What follows belongs to an exercise in optimizing a design on an open flow for small area, a short achievable clock period and few clock cycles; a production flow would make more cautious choices.
At most, simulation tests tie the RTL to the original design; equivalence was not proved.
The clock port is modelled as an ideal driver; clocking choices that lean on that would not hold on a real chip.
Power and IR drop assume default switching activity.

== trial 35 ==
## wildcard_glob_matcher
module wildcard_glob_matcher (
    input  wire               clk,
    input  wire               rst_n,
    input  wire               item_valid,
    output logic              item_ready,
    input  wire  [9:0]        item_in,
    output logic              result_valid,
    input  wire               result_ready,
    output logic [1:0]        result
);
export LEC_CHECK = 0
export CAP_MARGIN = 20
export CORE_MARGIN = 2
export CORE_UTILIZATION = 60
export CTS_BUF_LIST = sky130_fd_sc_hd__clkbuf_8 sky130_fd_sc_hd__clkbuf_16
export CTS_CLUSTER_DIAMETER = 100
export CTS_CLUSTER_SIZE = 30
export SETUP_SLACK_MARGIN = 1.4
export SLEW_MARGIN = 20
create_clock -name core_clock -period 3.0 [get_ports {clk}]
standard.sh (not shown) runs the stock make flow with config.mk's settings and CLKGATE_MAP_FILE= SYNTH_SCRIPT=/design/flow/synth_recipe.tcl, a recipe that flattens the netlist after the stock synthesis.
==> flow/flow/run.sh <==
#!/bin/bash
# Standard layout; after clock tree synthesis the tree's root buffer is taken out so the clock
# port drives the tree's first level (a few buffers) directly, then timing is repaired again.
set -euo pipefail
export BUFFER_PORTS_ARGS="-buffer_cell sky130_fd_sc_hd__buf_4"
export SKIP_CTS_REPAIR_TIMING=1
export POST_CTS_TCL="$PWD/flow/post_cts.tcl"
bash standard.sh > standard_flow.log 2>&1
==> flow/flow/post_cts.tcl <==
# Runs after clock tree synthesis (cts's own timing repair is skipped).
# 2. Give the registers that drive output ports through their port buffer the strongest drive
#    of their cell type.
# 3. Repair timing as cts would have.
set block [ord::get_db_block]
set root [$block findInst clkbuf_0_clk]
if { $root != "NULL" } {
  set in_net [[$root findITerm A] getNet]
  set out_net [[$root findITerm X] getNet]
  set loads {}
  foreach it [$out_net getITerms] {
    if { [$it getInst] != $root } {
      lappend loads $it
    }
  }
  puts "root buffer drives [llength $loads] pins"
  if { [llength $loads] <= 4 && [llength [$out_net getBTerms]] == 0 } {
    foreach it $loads {
      $it disconnect
      $it connect $in_net
    }
    odb::dbInst_destroy $root
    odb::dbNet_destroy $out_net
    puts "root buffer removed"
  }
}

proc driver_inst { net } {
  foreach it [$net getITerms] {
    if { [$it isOutputSignal] } {
      return [$it getInst]
    }
  }
  return "NULL"
}

foreach bt [$block getBTerms] {
  if { [$bt getIoType] != "OUTPUT" } { continue }
  set buf [driver_inst [$bt getNet]]
  if { $buf == "NULL" } { continue }
  set in_it ""
  foreach it [$buf getITerms] {
    if { [$it isInputSignal] } { set in_it $it }
  }
  if { $in_it == "" } { continue }
  set reg [driver_inst [$in_it getNet]]
  if { $reg == "NULL" } { continue }
  set master [[$reg getMaster] getName]
  if { ![regexp {^(sky130_fd_sc_hd__(dfrtp|dfxtp|dfstp))_[0-9]+$} $master -> base] } { continue }
  set strong "${base}_4"
  if { $strong != $master && [[ord::get_db] findMaster $strong] != "NULL" } {
    puts "[$bt getName]: [$reg getName] $master -> $strong"
    replace_cell [$reg getName] $strong
  }
}

estimate_parasitics -placement
report_clock_latency
repair_timing_helper
detailed_placement
check_placement -verbose
estimate_parasitics -placement
report_worst_slack -max
report_worst_slack -min
Inputs modified between trial 35 and build 43:
diff --git a/flow/config.mk b/flow/config.mk
--- a/flow/config.mk
+++ b/flow/config.mk
@@ -14 +14 @@
-export SETUP_SLACK_MARGIN = 1.4
+export SETUP_SLACK_MARGIN = 1.5
[summary]
The maximum fanout count along the critical path number comes out lower for build 43 vs trial 35. Diff trial 35 -> build 43: sequential share of power shrank by 0.4 points, portion of total power attributed to combinational logic now larger. As far as flip-flop and latch count goes, build 43 and trial 35 are indistinguishable; the numbers are identical. Build 43: no failed stages, no open violations at the end. Between build 43 and trial 35, the maximum frequency does not differ in any meaningful way. Summary of build 43 over trial 35: post-route non-filler standard cell count shows an increase of 73, count of multi-input combinational gates shows no meaningful change.
No functional check of the RTL was part of any run of this note.

========
Another version of the RTL of wildcard_glob_matcher (not shown whole).
Size in the first run: roughly 2600 cells after synthesis, ~720 flip-flops, ~0.032 mm^2 of cells after synthesis.
export LEC_CHECK = 0
export CAP_MARGIN = 20
export CORE_MARGIN = 2
export CORE_UTILIZATION = 60
export SETUP_SLACK_MARGIN = 1.3
export SLEW_MARGIN = 20
create_clock -name core_clock -period 3.0 [get_ports {clk}]
==> flow/flow/run.sh <==
#!/bin/bash
# Standard layout with the clock tree built by our own clock_tree_synthesis arguments.
set -euo pipefail
export CTS_ARGS="-sink_clustering_enable -repair_clock_nets -sink_clustering_size 30 -sink_clustering_max_diameter 100 -buf_list sky130_fd_sc_hd__clkbuf_16 -root_buf sky130_fd_sc_hd__clkbuf_16 -dont_use_dummy_load"
bash standard.sh > standard_flow.log 2>&1
Testbench counts at the start, summed over its fixed seeds: cycles 56,359.
Then changed:
==> flow/run.sh (new file) <==
#!/bin/bash
# synth_recipe.tcl (not shown) runs the flow's synth.tcl, then flattens the netlist and writes it again
# the make line also repeats each setting of config.mk as NAME=value (left out here)
make -C /OpenROAD-flow-scripts/flow DESIGN_CONFIG=/design/flow/config.mk WORK_HOME=/design/flow/orfs CLKGATE_MAP_FILE= SYNTH_SCRIPT=/design/flow/synth_recipe.tcl finish
CTS_BUF_LIST = sky130_fd_sc_hd__clkbuf_8 sky130_fd_sc_hd__clkbuf_16   (was unset)
CTS_CLUSTER_DIAMETER = 100   (was unset)
CTS_CLUSTER_SIZE = 30   (was unset)
removed: flow/flow/run.sh
removed: flow/standard.sh
The changed run finished clean.
Clock skew is lower by 0.0074 ns.
Non-clock buffer count is lower by 5.
Worst setup slack hardly moves.
Via count barely changes.
Power is higher by 2.7%.
Global-route usage stays flat.
Cell count is higher by 0.54%.
Maximum frequency barely changes.
Combinational power stays flat.
Then changed:
==> flow/flow/run.sh (new file) <==
#!/bin/bash
# Standard layout; after clock tree synthesis the tree's root buffer is taken out so the clock
# port drives the tree's first level (a few buffers) directly, then timing is repaired again.
set -euo pipefail
export SKIP_CTS_REPAIR_TIMING=1
export POST_CTS_TCL="$PWD/flow/post_cts.tcl"
bash standard.sh > standard_flow.log 2>&1
==> flow/flow/post_cts.tcl (new file) <==
set block [ord::get_db_block]
set root [$block findInst clkbuf_0_clk]
if { $root != "NULL" } {
  set in_net [[$root findITerm A] getNet]
  set out_net [[$root findITerm X] getNet]
  set loads {}
  foreach it [$out_net getITerms] {
    if { [$it getInst] != $root } {
      lappend loads $it
    }
  }
  puts "root buffer drives [llength $loads] pins"
  if { [llength $loads] <= 4 && [llength [$out_net getBTerms]] == 0 } {
    foreach it $loads {
      $it disconnect
      $it connect $in_net
    }
    odb::dbInst_destroy $root
    odb::dbNet_destroy $out_net
    puts "root buffer removed"
    estimate_parasitics -placement
    report_clock_latency
    repair_timing_helper
    detailed_placement
    check_placement -verbose
    estimate_parasitics -placement
    report_worst_slack -max
    report_worst_slack -min
  }
}
==> flow/standard.sh (new file) <==
#!/bin/bash
# synth_recipe.tcl (not shown) runs the flow's synth.tcl, then flattens the netlist and writes it again
# the make line also repeats each setting of config.mk as NAME=value (left out here)
make -C /OpenROAD-flow-scripts/flow DESIGN_CONFIG=/design/flow/config.mk WORK_HOME=/design/flow/orfs CLKGATE_MAP_FILE= SYNTH_SCRIPT=/design/flow/synth_recipe.tcl "${@:-finish}"
SETUP_SLACK_MARGIN = 1.5   (was 1.3)
removed: flow/run.sh
Outcome:
- cell count hardly moves
- sequential power barely changes
- synthesized cell count does not change
- worst hold slack gets better by 0.049 ns
- wire length goes up slightly
Then changed:
SETUP_SLACK_MARGIN = 1.4   (was 1.5)
=>
- synthesized area does not change
- routed wire length came out higher by 0.63%
- core utilization falls by 0.46 points
- critical path depth came out higher by 5
- via count barely changes
- non-clock buffer count shrinks by 4
- sequential cell count is unchanged
- total power hardly moves
Then changed:
==> flow/run.sh (new file) <==
#!/bin/bash
# synth_recipe.tcl (not shown) runs the flow's synth.tcl, then flattens the netlist and writes it again
# the make line also repeats each setting of config.mk as NAME=value (left out here)
make -C /OpenROAD-flow-scripts/flow DESIGN_CONFIG=/design/flow/config.mk WORK_HOME=/design/flow/orfs CLKGATE_MAP_FILE= SYNTH_SCRIPT=/design/flow/synth_recipe.tcl finish
CORE_UTILIZATION = 65   (was 60)
SETUP_SLACK_MARGIN = 1.15   (was 1.4)
removed: flow/flow/run.sh
removed: flow/flow/post_cts.tcl
removed: flow/standard.sh
- via count shrinks by 0.92%
- clock-buffer cell count shrinks by 3
- first-iteration DRC count grows by 20%

port drivers added, routing unchanged:
The results above use ideal ports. As a check the final layouts listed here were re-extracted and re-timed, cells and wires unchanged.
Step 1: set_driving_cell puts a clkbuf_16 on clk and a buf_2 on each other input, an assumption about the parent block.
Step 2, shift: input delay + t, output delay - t, t = (earliest + latest rising clock arrival at the registers) / 2. This alone moves slack from input paths to output paths.
Three values: ideal ports, drivers, drivers and shift; two values: the first two.
run | shift t [ns] | slack for setup (ns) | hold slack, ns | worst setup path at the end
trial 35 | 0.568 | 1.259 / 1.185 / 1.094 | 0.100 / 0.045 / 0.387 | input to register
build 43 | 0.558 | 1.256 / 1.173 / 1.206 | 0.115 / 0.059 / 0.396 | input to register
the first run of note 2 | 0.668 | 1.241 / 1.179 / 0.679 | 0.023 / -0.015 / 0.383 | input to register
the second run of note 2 | 0.675 | 1.240 / 1.179 / 0.674 | 0.019 / -0.019 / 0.389 | input to register
the third run of note 2 | 0.553 | 1.391 / 1.310 / 0.886 | 0.068 / 0.010 / 0.420 | input to register
the fourth run of note 2 | 0.549 | 1.356 / 1.306 / 0.855 | 0.162 / 0.109 / 0.388 | input to register
the fifth run of note 2 | 0.673 | 1.151 / 1.088 / 0.729 | 0.083 / 0.046 / 0.398 | input to register
After both steps every run listed still meets setup and hold. The setup slack of the second run of note 2, which loses most, moves by -0.061 ns with the drivers and by -0.566 ns with both steps.
